What follows belongs to an exercise in optimizing a design on an open flow for small area, a short achievable clock period and few clock cycles per item; a production flow would make more cautious choices.
The RTL was checked by simulation tests, not by an equivalence proof against the original design.

==> v26: inputs <==
==> flow/design.v (excerpt) <==
module gyro_quaternion_integrator (
   input  logic               clock,
   input  logic               reset,
   input  logic               req_valid,
   output logic               req_stall,
   input  logic signed [31:0] req_rate_x,
   input  logic signed [31:0] req_rate_y,
   input  logic signed [31:0] req_rate_z,
   input  logic               req_accel_ok,
   input  logic               req_gyro_ok,
   input  logic               req_mag_ok,
   output logic               rsp_valid,
   input  logic               rsp_stall,
   output logic signed [31:0] rsp_quat_w,
   output logic signed [31:0] rsp_quat_x,
   output logic signed [31:0] rsp_quat_y,
   output logic signed [31:0] rsp_quat_z,
   output logic [15:0]        rsp_confidence,
   output logic               rsp_applied,
   input  logic               csr_wr_en,
   input  logic [31:0]        csr_wr_data
);
export LEC_CHECK = 0
export CAP_MARGIN = 20
export CORE_MARGIN = 2
export CORE_UTILIZATION = 40
export SLEW_MARGIN = 60
create_clock -name core_clock -period 12.0 [get_ports {clock}]
run.sh (not shown) runs the stock make flow with config.mk's settings and CLKGATE_MAP_FILE= SYNTH_SCRIPT=/design/flow/synth_recipe.tcl, a recipe that flattens the netlist after the stock synthesis.
==> v14: changes against v26 <==
--- a/flow/design.v
+++ b/flow/design.v
@@ -115,10 +115,30 @@
       s[0] = p[0][0] ^ ci;
       for (int i = 1; i < W; i++) s[i] = p[0][i] ^ g[L][i-1];
       co = g[L][W-1];
    end
 endmodule
+module gqi_inc (
+   input  logic [31:0] a,
+   input  logic        ci,
+   output logic [31:0] s
+);
+   logic [31:0] p [6];
+   always_comb begin
+      p[0] = a;
+      for (int l = 0; l < 5; l++) begin
+         for (int i = 0; i < 32; i++) begin
+            if ((i >> l) & 1)
+               p[l+1][i] = p[l][i] & p[l][((i >> l) << l) - 1];
+            else
+               p[l+1][i] = p[l][i];
+         end
+      end
+      s[0] = a[0] ^ ci;
+      for (int i = 1; i < 32; i++) s[i] = a[i] ^ (ci & p[5][i-1]);
+   end
+endmodule
 module gyro_quaternion_integrator (
    input  logic               clock,
    input  logic               reset,
    input  logic               req_valid,
    output logic               req_stall,
@@ -139,17 +159,23 @@
    input  logic               csr_wr_en,
    input  logic [31:0]        csr_wr_data
 );
    localparam int NS = 15;             
    localparam int ND = 16;             
-   localparam logic [2:0] M_IDLE  = 3'd0;
-   localparam logic [2:0] M_ISSUE = 3'd1;
-   localparam logic [2:0] M_WSQ   = 3'd2;
-   localparam logic [2:0] M_SQRT  = 3'd3;
-   localparam logic [2:0] M_DIV   = 3'd4;
-   localparam logic [2:0] M_FIN   = 3'd5;
-   logic [2:0]  m_st;
+   localparam int I_IDLE  = 0;
+   localparam int I_ISSUE = 1;
+   localparam int I_WSQ   = 2;
+   localparam int I_SQRT  = 3;
+   localparam int I_DIV   = 4;
+   localparam int I_FIN   = 5;
+   localparam logic [5:0] M_IDLE  = 6'b1 << I_IDLE;
+   localparam logic [5:0] M_ISSUE = 6'b1 << I_ISSUE;
+   localparam logic [5:0] M_WSQ   = 6'b1 << I_WSQ;
+   localparam logic [5:0] M_SQRT  = 6'b1 << I_SQRT;
+   localparam logic [5:0] M_DIV   = 6'b1 << I_DIV;
+   localparam logic [5:0] M_FIN   = 6'b1 << I_FIN;
+   logic [5:0]  m_st;
    logic [3:0]  icnt;
    logic [3:0]  scnt;
    logic        tiny;
    logic        slot_full, slot_hdone;
    logic [1:0]  hcnt;
@@ -224,11 +250,11 @@
       endcase
    end
    logic start0;
    logic [3:0][31:0] q_fin;
    assign start0 = slot_full & slot_hdone & (skip_cnt == 2'd0) &
-                   ((m_st == M_IDLE) | ((m_st == M_FIN) & ~rsp_v));
+                   (m_st[I_IDLE] | (m_st[I_FIN] & ~rsp_v));
    logic [6:0] asel, asel_nx;
    function automatic logic [6:0] a_of(input logic [3:0] i);
       case (i)
          4'd0, 4'd3, 4'd8, 4'd11: a_of = 7'b0000001;
          4'd1, 4'd5, 4'd6, 4'd10: a_of = 7'b0000010;
@@ -240,30 +266,30 @@
       endcase
    endfunction
    logic [1:0] hcnt_nx;
    logic       issue_nx;
    assign hcnt_nx  = ((take & all_ok) | w3_h[2]) ? 2'd0 : h_issue ? hcnt + 2'd1 : hcnt;
-   assign issue_nx = start0 | ((m_st == M_ISSUE) & (icnt != 4'd15));
+   assign issue_nx = start0 | (m_st[I_ISSUE] & (icnt != 4'd15));
    always_comb begin
       if (issue_nx)
          asel_nx = a_of(start0 ? 4'd1 : icnt + 4'd1);
       else
          asel_nx = (hcnt_nx == 2'd1) ? 7'b0000010 : (hcnt_nx == 2'd2) ? 7'b0000100 : 7'b0000001;
       iss_a = ({32{asel[0]}} & h[0]) | ({32{asel[1]}} & h[1]) | ({32{asel[2]}} & h[2]) |
               ({32{asel[3]}} & n[0]) | ({32{asel[4]}} & n[1]) | ({32{asel[5]}} & n[2]) |
               ({32{asel[6]}} & n[3]);
    end
    always_comb begin
-      h_issue = ((m_st == M_IDLE) | (m_st == M_DIV) | (m_st == M_FIN)) &
+      h_issue = (m_st[I_IDLE] | m_st[I_DIV] | m_st[I_FIN]) &
                 slot_full & ~slot_hdone & (hcnt != 2'd3);
       iss_v   = 1'b0;
       iss_t   = gqi_pkg::T_H;
       iss_x   = 2'd0;
       iss_b   = '0;
       iss_neg = 1'b0;
       iss_cs  = 2'd0;
-      if (m_st == M_ISSUE) begin
+      if (m_st[I_ISSUE]) begin
          iss_v = 1'b1;
          iss_x = tab_k;
          if (!icnt[3] || icnt[3:2] == 2'b10) begin
             iss_b   = 33'($signed(q[tab_q]));
             iss_neg = tab_n;
@@ -274,11 +300,11 @@
             iss_t   = (icnt[1:0] == 2'd0) ? gqi_pkg::T_SF : gqi_pkg::T_SM;
          end
       end else if (start0) begin
          iss_v   = 1'b1;
          iss_x   = 2'd0;
-         iss_b   = 33'($signed((m_st == M_FIN) ? q_fin[1] : q[1]));
+         iss_b   = 33'($signed(m_st[I_FIN] ? q_fin[1] : q[1]));
          iss_neg = 1'b1;
          iss_t   = gqi_pkg::T_QF;
          iss_cs  = 2'd2;
       end else if (h_issue) begin
          iss_v = 1'b1;
@@ -313,25 +339,34 @@
       else if (wb_sh < -40'sd2147483647)
          n_sat = -32'sd2147483647;
       else
          n_sat = wb_sh[31:0];
    end
-   logic        sq_last;
+   logic        sq_first, sq_last;     
    logic [32:0] sq_rem_nx;
    logic [31:0] sq_root_nx;
    logic [33:0] sq_r3_nx, sq_d3_nx;
    logic [63:0] sq_x_nx;
-   assign sq_last = (scnt == 4'(NS - 1));
+   logic [36:0] sq_t, sq_e1, sq_e2, sq_e3;
+   assign sq_t = {srem, acc[63:60]};
+   gqi_add #(37, 6) u_sq1 (.a(sq_t), .b(~{2'b00, root, 3'b001}), .ci(1'b1), .s(sq_e1), .co());
+   gqi_add #(37, 6) u_sq2 (.a(sq_t), .b(~{1'b0, root, 4'b0100}), .ci(1'b1), .s(sq_e2), .co());
+   gqi_add #(37, 6) u_sq3 (.a(sq_t), .b(~{r3, 3'b001}), .ci(1'b1), .s(sq_e3), .co());
+   logic [31:0] sq_pp, sq_pm_n;
+   logic [31:0] sq_pm;
+   gqi_inc u_pp (.a(r3[31:0]), .ci(1'b1), .s(sq_pp));
+   gqi_inc u_pm (.a(~r3[31:0]), .ci(1'b1), .s(sq_pm_n));
+   assign sq_pm = ~sq_pm_n;
    always_comb begin
       logic [36:0] t, e1, e2, e3;
       logic [33:0] pm, pp;
-      t  = {srem, acc[63:60]};
-      e1 = t - {2'b00, root, 3'b001};
-      e2 = t - {1'b0, root, 4'b0100};
-      e3 = t - {r3, 3'b001};
-      pm = r3 - 34'd1;
-      pp = r3 + 34'd1;
+      t  = sq_t;
+      e1 = sq_e1;
+      e2 = sq_e2;
+      e3 = sq_e3;
+      pm = 34'(sq_pm);
+      pp = 34'(sq_pp);
       sq_x_nx = {acc[59:0], 4'b0000};
       if (!e3[36]) begin
          sq_rem_nx  = e3[32:0];
          sq_root_nx = {root[29:0], 2'd3};
          sq_r3_nx   = {pp[31:0], 2'b10};
@@ -372,19 +407,35 @@
          else             begin r = t[4:0];  rt = {rt[1:0], 2'd0}; end
       end
       sq0_rem  = r;
       sq0_root = rt;
    end
+   logic [5:0] sq0_r3;
+   always_comb begin
+      case (sq0_root)
+         4'd0:  sq0_r3 = 6'd1;   4'd1:  sq0_r3 = 6'd4;   4'd2:  sq0_r3 = 6'd7;   4'd3:  sq0_r3 = 6'd10;
+         4'd4:  sq0_r3 = 6'd13;  4'd5:  sq0_r3 = 6'd16;  4'd6:  sq0_r3 = 6'd19;  4'd7:  sq0_r3 = 6'd22;
+         4'd8:  sq0_r3 = 6'd25;  4'd9:  sq0_r3 = 6'd28;  4'd10: sq0_r3 = 6'd31;  4'd11: sq0_r3 = 6'd34;
+         4'd12: sq0_r3 = 6'd37;  4'd13: sq0_r3 = 6'd40;  4'd14: sq0_r3 = 6'd43;  default: sq0_r3 = 6'd46;
+      endcase
+   end
    logic [3:0][31:0] dv_rem_nx;
    logic [3:0][31:0] dv_q_nx;
+   logic [3:0][34:0] dv_t, dv_e1, dv_e2, dv_e3;
+   for (genvar k = 0; k < 4; k++) begin : g_dv
+      assign dv_t[k] = {1'b0, rem[k], n[k][31:30]};
+      gqi_add #(35, 6) u_e1 (.a(dv_t[k]), .b(~{3'b000, dvd}), .ci(1'b1), .s(dv_e1[k]), .co());
+      gqi_add #(35, 6) u_e2 (.a(dv_t[k]), .b(~{2'b00, dvd, 1'b0}), .ci(1'b1), .s(dv_e2[k]), .co());
+      gqi_add #(35, 6) u_e3 (.a(dv_t[k]), .b(~{1'b0, dvd3}), .ci(1'b1), .s(dv_e3[k]), .co());
+   end
    always_comb begin
       logic [34:0] t, e1, e2, e3;
       for (int k = 0; k < 4; k++) begin
-         t  = {1'b0, rem[k], n[k][31:30]};
-         e1 = t - {3'b000, dvd};
-         e2 = t - {2'b00, dvd, 1'b0};
-         e3 = t - {1'b0, dvd3};
+         t  = dv_t[k];
+         e1 = dv_e1[k];
+         e2 = dv_e2[k];
+         e3 = dv_e3[k];
          if (!e3[34]) begin
             dv_rem_nx[k] = e3[31:0];
             dv_q_nx[k]   = {n[k][29:0], 2'd3};
          end else if (!e2[34]) begin
             dv_rem_nx[k] = e2[31:0];
@@ -399,13 +450,12 @@
       end
    end
    logic [31:0] cv_n, cv_abs;
    assign cv_n   = n[scnt[1:0]];
    assign cv_abs = cv_n[31] ? -cv_n : cv_n;
-   always_comb begin
-      for (int k = 0; k < 4; k++)
-         q_fin[k] = ({1'b0, n[k][31:1]} ^ {32{sgn[k]}}) + 32'(n[k][0] ^ sgn[k]);
+   for (genvar k = 0; k < 4; k++) begin : g_fin
+      gqi_inc u_inc (.a({1'b0, n[k][31:1]} ^ {32{sgn[k]}}), .ci(n[k][0] ^ sgn[k]), .s(q_fin[k]));
    end
    always_ff @(posedge clock) begin
       op_a   <= iss_a;
       asel   <= asel_nx;
       op_a3  <= iss_a3;
@@ -434,29 +484,33 @@
       wsum <= wb_sum[63:gqi_pkg::H_FRAC];
       w3_n <= v2 ? w_n : 4'd0;
       w3_h <= v2 ? w_h : 3'd0;
       for (int k = 0; k < 3; k++) if (w3_h[k]) h[k] <= h_sat;
       for (int k = 0; k < 4; k++) if (w3_n[k]) n[k] <= n_sat;
-      case (m_st)
-         M_ISSUE: begin
+      case (1'b1)
+         m_st[I_ISSUE]: begin
             icnt <= icnt + 4'd1;
             if (icnt == 4'd15) m_st <= M_WSQ;
          end
-         M_WSQ: begin
+         m_st[I_WSQ]: begin
             if (v2 && t2 == gqi_pkg::T_SM && x2 == 2'd3) begin
                m_st <= M_SQRT;
+               sq_first <= 1'b1;
+               sq_last  <= 1'b0;
                scnt <= '0;
                srem <= '0;
                root <= '0;
                r3   <= 34'd1;
             end
          end
-         M_SQRT: begin
-            if (scnt == 4'd0) begin
+         m_st[I_SQRT]: begin
+            sq_first <= 1'b0;
+            sq_last  <= (scnt == 4'(NS - 2));
+            if (sq_first) begin
                srem <= 33'(sq0_rem);
                root <= 32'(sq0_root);
-               r3   <= 34'(3 * sq0_root + 1);
+               r3   <= 34'(sq0_r3);
                acc  <= {acc[55:0], 8'b0};
             end else begin
                srem <= sq_rem_nx;
                root <= sq_root_nx;
                r3   <= sq_r3_nx;
@@ -466,11 +520,11 @@
             if (scnt[3:2] == 2'b00) begin
                sgn[scnt[1:0]] <= cv_n[31];
                rem[scnt[1:0]] <= {1'b0, cv_abs[31:1]};
                n[scnt[1:0]]   <= {cv_abs[0], 31'b0};
             end
-            if (scnt == 4'd0) tiny <= (acc < 64'd11529390625);
+            if (sq_first) tiny <= (acc < 64'd11529390625);
             if (sq_last) begin
                scnt <= '0;
                dvd  <= sq_root_nx;
                dvd3 <= sq_d3_nx;
                if (tiny) begin
@@ -479,11 +533,11 @@
                end else begin
                   m_st <= M_DIV;
                end
             end
          end
-         M_DIV: begin
+         m_st[I_DIV]: begin
             rem  <= dv_rem_nx;
             n    <= dv_q_nx;
             scnt <= scnt + 4'd1;
             if (scnt == 4'(ND - 1)) m_st <= M_FIN;
          end
@@ -524,26 +578,26 @@
             if (all_ok) begin
                slot_full  <= 1'b1;
                slot_hdone <= 1'b0;
             end
          end
-         case (m_st)
-            M_IDLE: begin
+         case (1'b1)
+            m_st[I_IDLE]: begin
                if (skip_cnt != 2'd0) begin
                   if (rsp_free) begin
                      rsp_v   <= 1'b1;
                      rsp_app <= 1'b0;
                   end
                end
             end
-            M_ISSUE: begin
+            m_st[I_ISSUE]: begin
                if (icnt == 4'd11) begin
                   slot_full  <= 1'b0;
                   slot_hdone <= 1'b0;
                end
             end
-            M_FIN: begin
+            m_st[I_FIN]: begin
                if (!rsp_v) begin
                   q       <= q_fin;
                   upd     <= 1'b1;
                   rsp_v   <= 1'b1;
                   rsp_app <= 1'b1;
@@ -555,11 +609,11 @@
          if (start0) begin
             m_st <= M_ISSUE;
             icnt <= 4'd1;
          end
          skip_cnt <= skip_cnt + 2'(take & ~all_ok)
-                   - 2'(m_st == M_IDLE && skip_cnt != 2'd0 && rsp_free);
+                   - 2'(m_st[I_IDLE] && skip_cnt != 2'd0 && rsp_free);
       end
    end
    assign rsp_valid      = rsp_v;
    assign rsp_quat_w     = q[0];
    assign rsp_quat_x     = q[1];
==> run notes <==
outcome timing/DRC/antenna clean; Inserted Diodes 19; most frequent cells in the layout a21oi_1, nand2_1, ha_1, nor2_1, o21ai_0; FF/Latch Area 25900 sq um; top-area cell type share of the netlist area 0.130; fraction of layout instances using a drive strength above 1 0.102; filler instances 25444; chip height approximately 520 microns; Setup WS post-layout 6.56 ns; die area about 270000 sq um; routed vias/inst roughly 6.6; post-synthesis xor/xnor area fraction 0.0912; multi-input combinational area share 0.628; DR WL met2 210000 microns
[end of results for v14]
==> run notes <==
filler instances between 20000 and 30000; chip height slightly above 500 microns; multi-input combinational area share 0.630; post-synthesis xor/xnor area fraction 0.0958; Inserted Diodes 26; DR WL met2 217000 microns; outcome timing/DRC/antenna clean; fraction of layout instances using a drive strength above 1 0.0998; most frequent cells in the layout a21oi_1, nand2_1, ha_1, o21ai_0, nor2_1; Setup WS post-layout 6.20 ns; top-area cell type share of the netlist area 0.130
[end of results for v26]
Testbench counts of v26, summed over its fixed seeds: cycles 74,660, items 1,600.
Testbench counts of v14, summed over its fixed seeds: cycles 74,660, items 1,600.

-- afterwards: timing with drivers on the ports --
The flow's constraints put no driver on any port. The routed layouts listed below were extracted and timed again, unchanged, in two steps.
Step 1 (the two cells are an assumption about what drives the block):
set clk [get_ports {clock}]
set_driving_cell -lib_cell sky130_fd_sc_hd__clkbuf_16 $clk
set_driving_cell -lib_cell sky130_fd_sc_hd__buf_2 [delete_from_list [all_inputs] $clk]
Step 2 also shifts input and output timing later by t, the mid clock arrival at the registers, as if the neighbouring blocks saw the same clock.
Slacks: no drivers / after step 1 / after step 2; pairs: no drivers / after step 1.
run	t (ns)	setup WS [ns]	worst setup path after step 2	latest minus earliest clock arrival (ns)
v26	0.928	6.196 / 6.196 / 6.196	register to register	0.079 / 0.079
v14	0.933	6.558 / 6.558 / 6.558	register to register	0.104 / 0.104
After both steps every run listed still meets setup and hold.
